Source: an optimization exercise on an open RTL-to-GDS flow (aim: small area, a short achievable clock period and few clock cycles). Production flows keep margins and buffers that such runs may drop.
Function was checked by simulation only, so behaviour that the tests miss may differ from the original.
Power is estimated from default activity; no workload was simulated.

`flow/design.v`:
```
package lc3b_pkg;
	localparam int word_bits = 16;   
	localparam int line_bits = 128;   
	localparam int offset_bits = 4;   
	localparam int index_bits = 3;   
	localparam int l1_tag_bits = 9;   
	localparam int line_tag_bits = 12;   
	localparam int l1_sets = 8;   
	localparam int victim_entries = 4;   
	localparam int victim_slot_bits = $clog2(victim_entries);   
	typedef logic [word_bits-1:0] lc3b_word;
	typedef logic [line_bits-1:0] lc3b_cache_line;
	typedef logic [line_tag_bits-1:0] line_addr_t;
	typedef logic [victim_slot_bits-1:0] victim_slot_t;
	typedef struct packed {
		logic read;   
		logic write;   
		logic [1:0] byte_enable;   
		lc3b_word address;   
		lc3b_word wdata;   
	} mem_req_t;
	typedef struct packed {
		logic want;   
		logic miss;   
		line_addr_t y_line;   
		logic x_valid;   
		line_addr_t x_line;   
		logic x_dirty;   
	} l1_miss_t;
endpackage
`timescale 1ns/1ps
module l1_cache #(
	parameter bit writable = 1'b1   
) (
	input logic clk,
	input logic reset,
	input lc3b_pkg::mem_req_t cpu_req,
	output lc3b_pkg::lc3b_word cpu_rdata,
	output logic cpu_resp,
	output lc3b_pkg::l1_miss_t miss_out,
	output lc3b_pkg::lc3b_cache_line x_data,   
	input logic [lc3b_pkg::victim_entries*lc3b_pkg::line_tag_bits-1:0] vb_tag,   
	output logic [lc3b_pkg::victim_entries-1:0] x_in_vb,   
	input logic grant,   
	input logic fill,   
	input lc3b_pkg::lc3b_cache_line fill_data,
	input logic fill_dirty
);
	logic [lc3b_pkg::l1_tag_bits-1:0] tag_array [lc3b_pkg::l1_sets];
	lc3b_pkg::lc3b_cache_line data_array [lc3b_pkg::l1_sets];
	logic [lc3b_pkg::l1_sets-1:0] valid;   
	logic st_wait, st_fill, st_resp;
	logic [lc3b_pkg::l1_tag_bits-1:0] tag;
	logic [lc3b_pkg::index_bits-1:0] index;
	logic [lc3b_pkg::offset_bits-2:0] word_sel;
	logic access, idle, hit, lookup_hit, do_write;
	logic set_dirty;   
	lc3b_pkg::lc3b_cache_line cur_line;
	assign tag = cpu_req.address[lc3b_pkg::word_bits-1 -: lc3b_pkg::l1_tag_bits];
	assign index = cpu_req.address[lc3b_pkg::offset_bits +: lc3b_pkg::index_bits];
	assign word_sel = cpu_req.address[lc3b_pkg::offset_bits-1:1];
	assign access = cpu_req.read | cpu_req.write;
	assign idle = !st_wait && !st_fill && !st_resp;
	logic [lc3b_pkg::l1_sets-1:0] tag_match;
	always_comb
		for (int s = 0; s < lc3b_pkg::l1_sets; s++)
			tag_match[s] = (tag_array[s] == tag);
	assign hit = valid[index] && tag_match[index];
	logic [lc3b_pkg::victim_entries-1:0] vb_shared;
	always_ff @(posedge clk)
		for (int k = 0; k < lc3b_pkg::victim_entries; k++)
			vb_shared[k] <= (tag_array[vb_tag[k*lc3b_pkg::line_tag_bits +: lc3b_pkg::index_bits]]
				== vb_tag[k*lc3b_pkg::line_tag_bits + lc3b_pkg::index_bits +: lc3b_pkg::l1_tag_bits]);
	always_comb
		for (int k = 0; k < lc3b_pkg::victim_entries; k++)
			x_in_vb[k] = vb_shared[k] && (vb_tag[k*lc3b_pkg::line_tag_bits +: lc3b_pkg::index_bits] == index);
	assign lookup_hit = idle && access && hit;
	assign do_write = writable && cpu_req.write;   
	assign cur_line = data_array[index];
	assign miss_out.want = st_wait || (idle && access);
	assign miss_out.miss = st_wait || !hit;
	assign miss_out.y_line = {tag, index};
	assign miss_out.x_valid = valid[index];
	assign miss_out.x_line = {tag_array[index], index};
	assign miss_out.x_dirty = set_dirty;
	assign x_data = cur_line;
	logic wr_hit;
	always_ff @(posedge clk) begin
		if (reset) begin
			st_wait <= 1'b0;
			st_fill <= 1'b0;
			st_resp <= 1'b0;
			wr_hit <= 1'b0;
		end else begin
			wr_hit <= lookup_hit && do_write;
			st_resp <= lookup_hit || fill;
			st_fill <= (st_fill && !fill) || ((st_wait || (idle && access && !hit)) && grant);
			st_wait <= (st_wait || (idle && access && !hit)) && !grant;
		end
	end
	always_ff @(posedge clk) begin
		if (reset)
			valid <= '0;
		else if (fill)
			valid[index] <= 1'b1;
	end
	if (writable) begin : g_dirty
		logic [lc3b_pkg::l1_sets-1:0] dirty;
		always_ff @(posedge clk) begin
			if (reset)
				dirty <= '0;
			else if (fill)
				dirty[index] <= fill_dirty || cpu_req.write;   
			else if (wr_hit)
				dirty[index] <= 1'b1;   
		end
		assign set_dirty = dirty[index];
	end else begin : g_clean
		assign set_dirty = 1'b0;   
	end
	lc3b_pkg::lc3b_cache_line array_wdata;
	logic [2*(lc3b_pkg::line_bits/lc3b_pkg::word_bits)-1:0] lane_write;   
	always_comb begin
		for (int b = 0; b < 2*(lc3b_pkg::line_bits/lc3b_pkg::word_bits); b++) begin
			lane_write[b] = do_write && (word_sel == b/2) && cpu_req.byte_enable[b%2];
			array_wdata[8*b +: 8] = lane_write[b] ? cpu_req.wdata[8*(b%2) +: 8] : fill_data[8*b +: 8];
		end
	end
	always_ff @(posedge clk) begin
		for (int s = 0; s < lc3b_pkg::l1_sets; s++) begin
			for (int b = 0; b < 2*(lc3b_pkg::line_bits/lc3b_pkg::word_bits); b++)
				if (index == s && (fill || (wr_hit && lane_write[b])))
					data_array[s][8*b +: 8] <= array_wdata[8*b +: 8];
			if (index == s && fill)
				tag_array[s] <= tag;
		end
	end
	always_ff @(posedge clk) begin
		if (fill)
			cpu_rdata <= fill_data[word_sel*lc3b_pkg::word_bits +: lc3b_pkg::word_bits];
		else
			cpu_rdata <= cur_line[word_sel*lc3b_pkg::word_bits +: lc3b_pkg::word_bits];
	end
	assign cpu_resp = st_resp;
endmodule
`timescale 1ns/1ps
module line_arbiter (
	input lc3b_pkg::l1_miss_t i_miss,
	input lc3b_pkg::l1_miss_t d_miss,
	input logic ready,   
	output logic sel_d,   
	output logic go,   
	output logic i_grant,
	output logic d_grant
);
	assign sel_d = d_miss.want;
	assign go = ready && (sel_d ? d_miss.miss : (i_miss.want && i_miss.miss));
	assign i_grant = go && !sel_d;
	assign d_grant = go && sel_d;
endmodule
`timescale 1ns/1ps
module victim_cache (
	input logic clk,
	input logic reset,
	input lc3b_pkg::l1_miss_t i_miss,
	input lc3b_pkg::l1_miss_t d_miss,
	input lc3b_pkg::lc3b_cache_line i_xdata,
	input lc3b_pkg::lc3b_cache_line d_xdata,
	input logic [lc3b_pkg::victim_entries-1:0] i_x_in_vb,   
	input logic [lc3b_pkg::victim_entries-1:0] d_x_in_vb,
	output logic [lc3b_pkg::victim_entries*lc3b_pkg::line_tag_bits-1:0] vb_tag,
	input logic sel_d,
	input logic go,
	output logic ready,
	output logic i_fill,
	output logic d_fill,
	output lc3b_pkg::lc3b_cache_line fill_data,
	output logic fill_dirty,
	input lc3b_pkg::lc3b_cache_line pmem_rdata,
	input logic pmem_resp,
	output lc3b_pkg::lc3b_word pmem_address,
	output lc3b_pkg::lc3b_cache_line pmem_wdata,
	output logic pmem_read,
	output logic pmem_write
);
	localparam int n = lc3b_pkg::victim_entries;
	lc3b_pkg::line_addr_t tag_q [n];
	lc3b_pkg::lc3b_cache_line line_q [n];
	logic [n-1:0] valid_q;
	logic [n-1:0] dirty_q;
	lc3b_pkg::victim_slot_t rank_q [n];   
	logic e_wb, e_rd, e_xfer;
	logic port_q;   
	logic inst_pend;   
	lc3b_pkg::victim_slot_t inst_slot_q, y_slot_q;
	logic yhit_q;   
	lc3b_pkg::line_addr_t addr_q;
	lc3b_pkg::lc3b_cache_line wdata_q;
	logic full;
	lc3b_pkg::victim_slot_t lru_slot, free_slot;
	logic [n-1:0] lru_oh;
	always_comb begin
		lru_slot = '0;
		free_slot = '0;
		for (int k = n - 1; k >= 0; k--)
			if (!valid_q[k])
				free_slot = lc3b_pkg::victim_slot_t'(k);   
		for (int k = 0; k < n; k++) begin
			lru_oh[k] = (rank_q[k] == lc3b_pkg::victim_slot_t'(n - 1));
			if (lru_oh[k])
				lru_slot = lc3b_pkg::victim_slot_t'(k);
		end
	end
	assign full = &valid_q;
	logic [1:0] c_xhit, c_wb, c_yhit;
	lc3b_pkg::victim_slot_t c_s_x [2];
	lc3b_pkg::victim_slot_t c_y_slot [2];
	lc3b_pkg::line_addr_t c_addr [2];
	logic [1:0] c_x_valid;
	always_comb begin : decide
		logic [n-1:0] xh, yh;
		logic need_lru;
		lc3b_pkg::l1_miss_t m;
		logic [n-1:0] x_in;
		for (int p = 0; p < 2; p++) begin
			m = p ? d_miss : i_miss;
			x_in = p ? d_x_in_vb : i_x_in_vb;
			for (int k = 0; k < n; k++) begin
				xh[k] = valid_q[k] && x_in[k];
				yh[k] = valid_q[k] && (tag_q[k] == m.y_line);
			end
			c_x_valid[p] = m.x_valid;
			c_xhit[p] = |xh;
			need_lru = m.x_valid && !c_xhit[p] && full;   
			c_wb[p] = need_lru && dirty_q[lru_slot];
			if (need_lru)
				yh = yh & ~lru_oh;   
			c_yhit[p] = |yh;
			c_y_slot[p] = '0;
			c_s_x[p] = full ? lru_slot : free_slot;
			for (int k = 0; k < n; k++) begin
				if (yh[k])
					c_y_slot[p] = lc3b_pkg::victim_slot_t'(k);
				if (xh[k])
					c_s_x[p] = lc3b_pkg::victim_slot_t'(k);
			end
			c_addr[p] = c_wb[p] ? tag_q[lru_slot] : m.y_line;
		end
	end
	logic x_valid, wb, yhit_eff;
	lc3b_pkg::victim_slot_t s_x, y_slot;
	assign x_valid = c_x_valid[sel_d];
	assign wb = c_wb[sel_d];
	assign yhit_eff = c_yhit[sel_d];
	assign s_x = c_s_x[sel_d];
	assign y_slot = c_y_slot[sel_d];
	lc3b_pkg::line_addr_t p_x_line, p_y_line;
	logic p_x_dirty;
	lc3b_pkg::lc3b_cache_line p_x_data;
	assign p_x_line = port_q ? d_miss.x_line : i_miss.x_line;
	assign p_y_line = port_q ? d_miss.y_line : i_miss.y_line;
	assign p_x_dirty = port_q ? d_miss.x_dirty : i_miss.x_dirty;
	assign p_x_data = port_q ? d_xdata : i_xdata;
	logic rd_done, wb_done, install_now;
	assign rd_done = e_rd && pmem_resp;
	assign wb_done = e_wb && pmem_resp;
	assign install_now = inst_pend && (!e_wb || pmem_resp);   
	logic installed;   
	assign ready = (!(e_wb || e_rd || e_xfer) || rd_done) && !installed;
	always_ff @(posedge clk) begin
		if (reset) begin
			e_wb <= 1'b0;
			e_rd <= 1'b0;
			e_xfer <= 1'b0;
			inst_pend <= 1'b0;
			installed <= 1'b0;
		end else begin
			installed <= install_now;
			e_wb <= (e_wb && !pmem_resp) || (go && wb);
			e_rd <= (e_rd && !pmem_resp) || (go && !wb && !yhit_eff) || (wb_done && !yhit_q);
			e_xfer <= xfer_next;
			if (go)
				inst_pend <= x_valid;
			else if (install_now)
				inst_pend <= 1'b0;
		end
	end
	always_ff @(posedge clk) begin
		if (go) begin
			port_q <= sel_d;
			inst_slot_q <= s_x;
			y_slot_q <= y_slot;
			yhit_q <= yhit_eff;
			addr_q <= c_addr[sel_d];
		end else if (wb_done) begin
			addr_q <= p_y_line;
		end
	end
	always_ff @(posedge clk) begin
		if (reset) begin
			valid_q <= '0;
			dirty_q <= '0;
			for (int k = 0; k < n; k++)
				rank_q[k] <= lc3b_pkg::victim_slot_t'(k);   
		end else begin
			if (install_now) begin
				valid_q[inst_slot_q] <= 1'b1;
				dirty_q[inst_slot_q] <= p_x_dirty;
			end
			if (e_xfer)
				valid_q[y_slot_q] <= 1'b0;   
			for (int k = 0; k < n; k++)
				rank_q[k] <= rank_next[k];
		end
	end
	lc3b_pkg::victim_slot_t rank_next [n];
	lc3b_pkg::victim_slot_t lru_next;
	always_comb begin
		for (int k = 0; k < n; k++)
			rank_next[k] = rank_q[k];
		if (install_now) begin
			for (int k = 0; k < n; k++)
				if (rank_q[k] < rank_q[inst_slot_q])
					rank_next[k] = rank_q[k] + 1'b1;   
			rank_next[inst_slot_q] = '0;   
		end
		lru_next = '0;
		for (int k = 0; k < n; k++)
			if (rank_next[k] == lc3b_pkg::victim_slot_t'(n - 1))
				lru_next = lc3b_pkg::victim_slot_t'(k);
	end
	always_ff @(posedge clk) begin
		if (install_now) begin
			tag_q[inst_slot_q] <= p_x_line;
			line_q[inst_slot_q] <= p_x_data;
		end
	end
	always_comb
		for (int k = 0; k < n; k++)
			vb_tag[k*lc3b_pkg::line_tag_bits +: lc3b_pkg::line_tag_bits] = tag_q[k];
	lc3b_pkg::lc3b_cache_line vb_out;
	lc3b_pkg::victim_slot_t vsel_q;   
	logic xfer_next;
	assign xfer_next = (go && !wb && yhit_eff) || (wb_done && yhit_q);
	always_ff @(posedge clk) begin
		if (reset)
			vsel_q <= lc3b_pkg::victim_slot_t'(n - 1);   
		else if (xfer_next)
			vsel_q <= go ? y_slot : y_slot_q;
		else
			vsel_q <= lru_next;
	end
	assign vb_out = line_q[vsel_q];
	always_ff @(posedge clk)
		wdata_q <= vb_out;   
	assign fill_data = e_xfer ? vb_out : pmem_rdata;
	assign fill_dirty = e_xfer && dirty_q[y_slot_q];
	assign i_fill = (e_xfer || rd_done) && !port_q;
	assign d_fill = (e_xfer || rd_done) && port_q;
	assign pmem_read = e_rd;
	assign pmem_write = e_wb;
	assign pmem_address = {addr_q, {lc3b_pkg::offset_bits{1'b0}}};
	assign pmem_wdata = wdata_q;
endmodule
`timescale 1ns/1ps
module mem_hierarchy (
	input logic clk,
	input logic reset,
	input lc3b_pkg::mem_req_t i_req,
	output lc3b_pkg::lc3b_word i_rdata,
	output logic i_resp,
	input lc3b_pkg::mem_req_t d_req,
	output lc3b_pkg::lc3b_word d_rdata,
	output logic d_resp,
	input logic pmem_resp,
	input lc3b_pkg::lc3b_cache_line pmem_rdata,
	output lc3b_pkg::lc3b_word pmem_address,
	output lc3b_pkg::lc3b_cache_line pmem_wdata,
	output logic pmem_read,
	output logic pmem_write
);
	lc3b_pkg::l1_miss_t i_miss, d_miss;
	lc3b_pkg::lc3b_cache_line i_xdata, d_xdata;
	logic i_grant, d_grant, sel_d, go, ready;
	logic [lc3b_pkg::victim_entries*lc3b_pkg::line_tag_bits-1:0] vb_tag;
	logic [lc3b_pkg::victim_entries-1:0] i_x_in_vb, d_x_in_vb;
	logic i_fill, d_fill, fill_dirty;
	lc3b_pkg::lc3b_cache_line fill_data;
	l1_cache #(.writable(1'b0)) icache (   
		.clk,
		.reset,
		.cpu_req(i_req),
		.cpu_rdata(i_rdata),
		.cpu_resp(i_resp),
		.miss_out(i_miss),
		.x_data(i_xdata),
		.vb_tag,
		.x_in_vb(i_x_in_vb),
		.grant(i_grant),
		.fill(i_fill),
		.fill_data,
		.fill_dirty
	);
	l1_cache #(.writable(1'b1)) dcache (
		.clk,
		.reset,
		.cpu_req(d_req),
		.cpu_rdata(d_rdata),
		.cpu_resp(d_resp),
		.miss_out(d_miss),
		.x_data(d_xdata),
		.vb_tag,
		.x_in_vb(d_x_in_vb),
		.grant(d_grant),
		.fill(d_fill),
		.fill_data,
		.fill_dirty
	);
	line_arbiter arbiter (
		.i_miss,
		.d_miss,
		.ready,
		.sel_d,
		.go,
		.i_grant,
		.d_grant
	);
	victim_cache victim (   
		.clk,
		.reset,
		.i_miss,
		.d_miss,
		.i_xdata,
		.d_xdata,
		.i_x_in_vb,
		.d_x_in_vb,
		.vb_tag,
		.sel_d,
		.go,
		.ready,
		.i_fill,
		.d_fill,
		.fill_data,
		.fill_dirty,
		.pmem_rdata,
		.pmem_resp,
		.pmem_address,
		.pmem_wdata,
		.pmem_read,
		.pmem_write
	);
endmodule
```
`flow/run.sh`:
```
#!/bin/bash
# synth_recipe.tcl (not shown) runs the flow's synth.tcl, then flattens the netlist and writes it again
# the make line also repeats each setting of config.mk as NAME=value (left out here)
make -C /OpenROAD-flow-scripts/flow DESIGN_CONFIG=/design/flow/config.mk WORK_HOME=/design/flow/orfs CLKGATE_MAP_FILE= SYNTH_SCRIPT=/design/flow/synth_recipe.tcl finish
```
`flow/config.mk`:
```
export PLATFORM = sky130hd
export DESIGN_NAME = mem_hierarchy
export DESIGN_NICKNAME = mem_hierarchy
export VERILOG_FILES = /design/flow/design.v
export SDC_FILE = /design/flow/constraint.sdc
export NUM_CORES = 4
export LEC_CHECK = 0
export CAP_MARGIN = 20
export CORE_MARGIN = 2
export CORE_UTILIZATION = 60
export CTS_CLUSTER_DIAMETER = 60
export CTS_CLUSTER_SIZE = 20
export SETUP_SLACK_MARGIN = 5
export SLEW_MARGIN = 20
```
`flow/constraint.sdc`:
```
create_clock -name core_clock -period 9.0 [get_ports {clk}]
set_input_delay 1.8000 -clock core_clock [delete_from_list [all_inputs] [get_ports {clk}]]
set_output_delay 1.8000 -clock core_clock [all_outputs]
set_load 0.01 [all_outputs]
```
==> results of run 1 <==
==> cells in the mapped netlist, types with 14 or more instances <==
master	n	area (sq um)
ha_1	27	338
a22oi_1	290	2180
o2111ai_1	64	561
and2_1	17	106
a221oi_1	124	1090
buf_2	98	490
nor3_1	40	200
a221o_1	79	791
xor2_1	167	1460
nor2_1	515	1930
nand2b_1	22	138
nand2_1	170	638
o22ai_1	38	238
inv_1	47	176
o211ai_1	21	158
a22o_1	85	744
nand4_1	49	307
a31oi_1	159	995
a222oi_1	241	2410
dfxtp_1	224	4480
o21ai_0	217	1090
clkbuf_1	388	1460
o221ai_1	15	131
o21a_1	65	488
nor2b_1	58	363
mux2i_1	140	1400
edfxtp_1	2768	83100
nand3_1	19	95.1
xnor2_1	148	1300
a21oi_1	254	1270
mux2_2	521	5870
nor4_1	38	238
mux4_2	320	7210
buf_4	27	203
a211oi_1	27	203
buf_1	99	372
a41oi_1	17	149
and3_1	14	87.6
==> logic make-up (layout without fill, tap and decap cells) <==
logic type,after synthesis,in the layout,share of synthesized area
buffers and inverters,673,1194,0.0224
adder cells (fa/ha/maj),27,27,0.00269
XOR/XNOR,315,315,0.0220
flip-flops,2992,2992,0.698
multiplexers,989,989,0.116
AO/OA/AOI/OAI,1753,1753,0.104
other,1,39,0.0000299
AND/OR/NAND/NOR,975,987,0.0348
==> metal layers <==
layer / GRT usage / part of all wire / up-vias
met5: 0.00161 / 0.00049 / -
met1: 0.583 / 0.34 / 42298
li1: - / - / 32260
met2: 0.635 / 0.43 / 7413
met3: 0.163 / 0.16 / 1446
met4: 0.281 / 0.079 / 24
==> metrics by stage <==
step                hold slack (ns)  utilization  power, mW  instance area [sq um]  setup slack [ns]
floorplan                     0.422            -       20.6                 127000              4.31
global placement              0.438        0.641       23.7                 133000              2.07
detailed placement            0.439        0.641       23.8                 133000              2.06
CTS                           0.450        0.690       33.2                 143000              4.85
global route                  0.487        0.697       34.2                 145000              4.87
finish                        0.470        0.697       33.6                 145000              4.83
==> cell usage in the layout (no fill, tap or decap), drive strengths merged, types with 17 or more instances in the layout <==
master,Yosys,final
edfxtp,2768,2768
a22o,85,85
o211ai,21,21
ha,27,27
mux2i,140,140
nor2b,58,58
a21oi,256,256
o21a,65,65
diode,0,35
clkinv,3,42
clkdlybuf4s50,0,341
a221oi,126,126
o22ai,38,38
o2111ai,64,64
o21ai,221,221
inv,49,77
nand2b,22,22
mux4,320,320
nor2,516,517
a22oi,290,290
nand4,49,49
nor4,39,39
mux2,529,529
and2,17,21
buf,232,412
a211oi,27,27
xor2,167,167
a222oi,241,241
xnor2,148,148
a31oi,159,159
dfxtp,224,224
nand3,19,19
a41oi,17,17
bufbuf,0,21
clkbuf,389,273
nand2,170,170
a221o,79,79
nor3,41,41
==> layout make-up <==
type / instances / area, sq um / share of cell area
antenna: 35 / 87.6 / 0.000605
inverter: 52 / 256 / 0.00177
multi-input combinational: 4075 / 37400 / 0.259
tap: 2788 / 3490 / 0.0241
clock inverter: 89 / 905 / 0.00625
sequential: 2992 / 87600 / 0.605
timing repair buffer: 792 / 9560 / 0.0661
clock buffer: 261 / 5370 / 0.0371
==> how the worst min path moves through the flow <==
stage	slack, ns	endpoint
detailed placement	0.44	dcache.valid[2]$_SDFFE_PP0P_
global route	0.49	dcache.st_fill$_SDFF_PP0_
global placement	0.44	dcache.valid[2]$_SDFFE_PP0P_
floorplan	0.42	dcache.valid[2]$_SDFFE_PP0P_
finish	0.47	dcache.st_fill$_SDFF_PP0_
CTS	0.45	dcache.valid[2]$_SDFFE_PP0P_
==> worst reg2reg max path: stages (launching register included) <==
cell and delay (ns):
edfxtp_1 0.37, buf_4 0.30, inv_1 0.71, nand2_1 0.92, o21ai_0 1.12, xor2_1 0.20, nand3_1 0.11, nor4_1 0.25
==> where the power goes <==
| part | total [mW] | switching (mW) | internal, mW |
|---|---|---|---|
| combinational | 7.35 | 4.86 | 2.49 |
| sequential | 17.0 | 0.380 | 16.6 |
| clock | 9.27 | 4.81 | 4.47 |
| total | 33.6 | 10.0 | 23.6 |
==> sequential cells by signal (all words and copies together), names as in the netlist, 2 cells and up, named ones only <==
signal,count
dcache.data_array,1024
icache.data_array,1024
victim.line_q,512
victim.wdata_q,128
dcache.tag_array,72
icache.tag_array,72
victim.tag_q,48
dcache.cpu_rdata,16
icache.cpu_rdata,16
victim.addr_q,12
dcache.g_dirty.dirty,8
dcache.valid,8
icache.valid,8
victim.rank_q,8
dcache.vb_shared,4
icache.vb_shared,4
victim.dirty_q,4
victim.valid_q,4
victim.inst_slot_q,2
victim.y_slot_q,2
==> repair_timing <==
action                                 in CTS  in global routing
cloned                                     50                 12
buffers inserted                          121                 39
pin swaps                                  47                 44
setup endpoints to repair                2728                710
resized for setup                         329                205
endpoints found under the hold margin       0                  0
==> results.json, run 1 <==
{
  "vias": 83441,
  "worstMarginPinSlew_ns": 1.40,
  "grt_pass1_vias": 77382,
  "critPathBufInv": 4,
  "crit_arrival_ns": 4.68,
  "drive_gt1_frac": 0.241,
  "start_util": 0.605,
  "timing.critical_path.to": "dcache.data_array[0][38]$_DFFE_PP_",
  "cts-buffers-inserted": 194,
  "clk_latency_ns": 0.90,
  "crit_family": "buffers and inverters",
  "grt_antenna_before_repair": 50,
  "powerDensity_nw_per_um2": 232,
  "synth_area_per_cell_sq_um": 16.2,
  "fp.dieW_microns": 461,
  "worst_r2r_path_depth": 7,
  "synth_seq_cells": 2992,
  "syn_area_sq_um": 125000,
  "wire_per_inst_microns": 43.5,
  "syn_to_final_growth_pct": 15.4,
  "wirelength_mm": 482,
  "row_count": 167,
  "core_sq_um": 207000,
  "die_h_microns": 461,
  "max_slew_margin": 0.0621,
  "ys_seq_area_frac": 0.698,
  "ios": 383,
  "fmax_mhz": 240,
  "dp.cells": 10477,
  "status": "complete, no violations",
  "synthArstFlopShare": 0,
  "syn_inst": 7725,
  "io_buffers": 358,
  "cp_cell_sequence": "buf_12 > inv_6 > bufbuf_16 > ha_1 > buf_4 > nor2b_2",
  "timing.rr.end": "icache.vb_shared[0]$_DFF_P_",
  "finalSetupViolCount": 0,
  "ant_nets": 0,
  "end_kind": "flop",
  "clk_path_buf_depth": 3,
  "dieArea_sq_um": 213000,
  "fill_cells": 13758,
  "gr-total-overflow": 0,
  "hpwlAfterDp_mm": 291,
  "worstReg2RegStart": "victim.tag_q[0][1]$_DFFE_PP_",
  "postCtsHoldBufs": 0,
  "required_ns": 9.51,
  "synth_edf_count": 2768,
  "grt_pass1_wl_mm": 642,
  "max_cap_viol_count": 0,
  "cp_max_fo": 55,
  "drt-initial-drc-count": 15299,
  "track_usage": 0.446,
  "first_pass_iters": 9,
  "cts_tree": "built",
  "fin_cells": 11084,
  "peakVddDrop_uv": 250,
  "fin_crit_sh": 0.463,
  "p_leak_nw": 46.2,
  "grt_max_degree": 115,
  "hold_depth": 2,
  "r2r_setup_slack_ns": 4.89,
  "crit_type": "input pin to flop",
  "startpoint": "d_req[22]",
  "slew_viol_final": 0,
  "cts_root_buffer": "clkbuf_16",
  "period_minus_slack_ns": 4.17,
  "fin_tns_setup_ns": 0,
  "critical-path-max-stage-delay_ns": 0.71,
  "rsz0062_at_grt": "yes",
  "min_from": "dcache.st_fill$_SDFF_PP0_",
  "place_congestion": 0.967,
  "synth_warnings": 12,
  "clock_sinks": 2992,
  "viasPerCell": 7.53,
  "nets": 8337,
  "clk_pin_slew_ns": 0.08,
  "drc": 0,
  "start_kind": "input pin",
  "cp_num_cells": 6,
  "synthFlopType": "edfxtp_1",
  "hold_path.class": "flop to flop",
  "slowest_stage": "nor2b_2",
  "finClkSkew_ns": 0.0386,
  "hold_viol": 0,
  "synth.distinct_cells": 80,
  "cts_htree_levels": 4
}
Testbench counts, summed over its fixed seeds: cycles 161,228.
==> run 2, diff against run 1 <==
==> flow/flow/run.sh (new file) <==
#!/bin/bash
set -euo pipefail
bash standard.sh SETUP_SLACK_MARGIN=5 "BUFFER_PORTS_ARGS=-buffer_cell sky130_fd_sc_hd__buf_2" finish > standard.log 2>&1
==> flow/standard.sh (new file) <==
#!/bin/bash
# synth_recipe.tcl (not shown) runs the flow's synth.tcl, then flattens the netlist and writes it again
# the make line also repeats each setting of config.mk as NAME=value (left out here)
make -C /OpenROAD-flow-scripts/flow DESIGN_CONFIG=/design/flow/config.mk WORK_HOME=/design/flow/orfs CLKGATE_MAP_FILE= SYNTH_SCRIPT=/design/flow/synth_recipe.tcl "${@:-finish}"
--- a/flow/config.mk
+++ b/flow/config.mk
@@ -10,5 +10,4 @@
 export CORE_UTILIZATION = 60
 export CTS_CLUSTER_DIAMETER = 60
 export CTS_CLUSTER_SIZE = 20
-export SETUP_SLACK_MARGIN = 5
 export SLEW_MARGIN = 20
removed: flow/run.sh
==> run 2 against run 1 <==
- first-iteration DRC count down 2.2%
- design area fell by 3.3%
- critical path type unchanged
- via count shrank 2.8%
- sequential share of layout area grew 2.1 points
- synthesized cell count did not move
- largest power group unchanged
- die area unchanged
- highest routed layer unchanged
- clock skew about the same
- flip-flop and latch count did not move
- still clean
- maximum frequency shrank 1.0%
- non-clock buffer count is 178 lower
==> results.json, run 2 <==
{
  "status": "complete, no violations",
  "row_count": 167,
  "synthArstFlopShare": 0,
  "place_congestion": 0.976,
  "syn_inst": 7725,
  "cts-buffers-inserted": 194,
  "worstMarginPinSlew_ns": 1.19,
  "synth.cells.most_frequent": "edfxtp_1 (2,768), mux2_2 (521), nor2_1 (515)",
  "cts_htree_levels": 4,
  "yosysTopAreaCellShare": 0.663,
  "clkPwrFrac": 0.285,
  "fin_tns_setup_ns": 0,
  "synth_seq_cells": 2992,
  "start_kind": "input pin",
  "fin_total_pwr_mw": 33.1,
  "dieArea_sq_um": 213000,
  "io_buffers": 358,
  "dp.cells": 10403,
  "postCtsHoldBufs": 0,
  "internal-power_mw": 23.3,
  "final_common_cell": "edfxtp_1",
  "peakVddDrop_uv": 246,
  "rsz0062_at_grt": "yes",
  "synth_edf_count": 2768,
  "syn_to_final_growth_pct": 11.6,
  "mostFrequentLayoutCells": "edfxtp_1 (2,768), mux2_2 (521), nor2_1 (426), buf_2 (332), mux4_2 (320)",
  "syn_area_sq_um": 125000,
  "clock_sinks": 2992,
  "finClkSkew_ns": 0.0387,
  "period_minus_slack_ns": 4.21,
  "crit_type": "input pin to flop",
  "p_leak_nw": 44.8,
  "timing.critical_path.to": "icache.cpu_rdata[1]$_DFF_P_",
  "drt-initial-drc-count": 14970,
  "first_pass_iters": 10,
  "finalSetupViolCount": 0,
  "hpwlAfterDp_mm": 286,
  "ys_seq_area_frac": 0.698,
  "yosysMostFrequentCell": "edfxtp_1",
  "fp.dieW_microns": 461,
  "reg.largest.list": "dcache.data_array x1024, icache.data_array x1024, victim.line_q x512",
  "startpoint": "i_req[20]",
  "hold_path.class": "flop to flop",
  "grt_pass1_vias": 74959,
  "timing.rr.end": "icache.cpu_rdata[1]$_DFF_P_",
  "whs_ns": 0.462,
  "max_cap_viol_count": 0,
  "grt_pass1_wl_mm": 615,
  "clk_latency_ns": 0.91,
  "wire_per_inst_microns": 42.1,
  "synth.area.top_cells": "edfxtp_1 (66%), mux4_2 (5.7%), mux2_2 (4.7%)",
  "grt_antenna_before_repair": 53,
  "end_kind": "flop",
  "die_h_microns": 461,
  "synth.distinct_cells": 80,
  "required_ns": 9.72,
  "fin_util": 0.674,
  "clk_pin_slew_ns": 0.08,
  "pwr-share-seq": 0.512,
  "clk_path_buf_depth": 3,
  "start_util": 0.605,
  "synth_area_per_cell_sq_um": 16.2,
  "cts_root_buffer": "clkbuf_16",
  "gr-total-overflow": 0,
  "p_sw_mw": 9.88,
  "p_sw_frac": 0.298,
  "fin_crit_sh": 0.468,
  "ios": 383,
  "drc": 0,
  "cp_max_fo": 75,
  "core_sq_um": 207000,
  "fin_cells": 10906,
  "nets": 8154,
  "fill_cells": 14095,
  "grt_max_degree": 134,
  "drive_gt1_frac": 0.256,
  "slew_viol_final": 0,
  "synth_warnings": 12,
  "worst_r2r_path_depth": 5,
  "crit_arrival_ns": 4.93,
  "p_comb_frac": 0.203,
  "viasPerCell": 7.44,
  "powerDensity_nw_per_um2": 237,
  "ant_nets": 0,
  "hold_viol": 0,
  "cts_tree": "built",
  "vias": 81140,
  "wirelength_mm": 459,
  "track_usage": 0.424,
  "fmax_mhz": 237,
  "synthFlopType": "edfxtp_1",
  "synth_top_area_cell": "edfxtp_1",
  "max_slew_margin": 0.202,
  "r2r_setup_slack_ns": 5.06
}
run 2: cells by family after synthesis:
family,share of synthesized area
mux,0.116
buf+inv,0.0224
other cells,0.0000299
simple gates,0.0348
xor+xnor,0.0220
fa+ha+maj,0.00269
flops,0.698
compound gates,0.104
run 2: how the worst min path moves through the flow:
stage                                             from                            to  slack (ns)  cells after the start
after floorplan           dcache.valid[2]$_SDFFE_PP0P_  dcache.valid[2]$_SDFFE_PP0P_        0.42                      2
after global placement    dcache.valid[2]$_SDFFE_PP0P_  dcache.valid[2]$_SDFFE_PP0P_        0.43                      2
after detailed placement  dcache.valid[2]$_SDFFE_PP0P_  dcache.valid[2]$_SDFFE_PP0P_        0.45                      2
after CTS                 dcache.valid[2]$_SDFFE_PP0P_  dcache.valid[2]$_SDFFE_PP0P_        0.46                      2
after global routing      dcache.valid[2]$_SDFFE_PP0P_  dcache.valid[2]$_SDFFE_PP0P_        0.49                      2
final                     dcache.valid[2]$_SDFFE_PP0P_  dcache.valid[2]$_SDFFE_PP0P_        0.46                      2
run 2: power by group through the flow:
| stage | Clock, mW | Combinational, mW | Sequential (mW) |
|---|---|---|---|
| after floorplan | 0 | 3.37 | 17.2 |
| after global placement | 0 | 6.14 | 17.3 |
| after detailed placement | 0 | 6.22 | 17.3 |
| after CTS | 9.43 | 6.40 | 17.0 |
| after global routing | 9.91 | 6.82 | 17.0 |
| final | 9.43 | 6.73 | 17.0 |
run 2: final cells by class:
class | instances | area, sq um | area share
clock inverter | 82 | 913 | 0.00653
multi-input combinational | 4070 | 36700 | 0.263
inverter | 52 | 249 | 0.00178
tap | 2788 | 3490 | 0.0249
clock buffer | 275 | 5490 | 0.0392
timing repair buffer | 614 | 5360 | 0.0383
antenna | 33 | 82.6 | 0.000590
sequential | 2992 | 87600 | 0.626
run 2: worst max-delay path: stages:
cell      delay, ns
buf_16         0.14
inv_8          0.07
ha_4           0.18
buf_12         0.17
a222oi_1       0.57
nand2b_4       0.21
a41oi_4        0.19
mux4_2         0.64
mux4_2         0.66
run 2: metrics by stage:
step,worst slack (ns),instance area [sq um]
4_1_cts,5.01,139000
3_5_place_dp,3.02,131000
6_report,4.79,140000
5_1_grt,4.89,140000
3_3_place_gp,3.06,131000
2_1_floorplan,4.31,127000
run 2: per-layer routing:
metal / track usage / vias to the layer above / part of all wire / wire, microns
li1: - / 31856 / - / -
met1: 0.577 / 41369 / 0.35 / 162000
met2: 0.608 / 6637 / 0.43 / 198000
met3: 0.127 / 1254 / 0.14 / 65700
met4: 0.250 / 24 / 0.073 / 33400
met5: 0 / - / 0.00034 / 157
run 2: repair_timing:
action | 4_1_cts | 5_1_grt
setup endpoints to repair | 1730 | 367
hold endpoints to repair | 0 | 0
gates cloned | 21 | 14
gates resized for setup | 162 | 88
pin swaps | 18 | 27
buffers inserted | 48 | 30

re-timing with driven ports:
Ports are ideal in the flow. The routed layouts listed here were re-timed in OpenROAD.
Step 1 sets driving cells, clkbuf_16 on the clock port and buf_2 on the other inputs (assumed; they add their load-dependent delay and slew).
Step 2 also shifts input and output timing later by t, the mid clock arrival at the registers, as if the neighbouring blocks saw the same clock.
Three values: ideal, step 1, step 2; two values: the first two.
run | t (ns) | setup WS [ns] | hold WS [ns] | slew at the worst register clock pin (ns) | worst slew at a driven data input, ns
run 1 | 0.981 | 4.833 / 4.873 / 3.892 | 0.470 / 0.470 / 0.470 | 0.09 / 0.09 | 0.19
run 2 | 0.984 | 4.789 / 4.764 / 3.779 | 0.462 / 0.462 / 0.462 | 0.09 / 0.09 | 0.23
After both steps setup and hold are still met in every run listed. For run 2, which loses most, drivers alone change the setup slack by -0.025 ns; drivers and shift together by -1.010 ns.
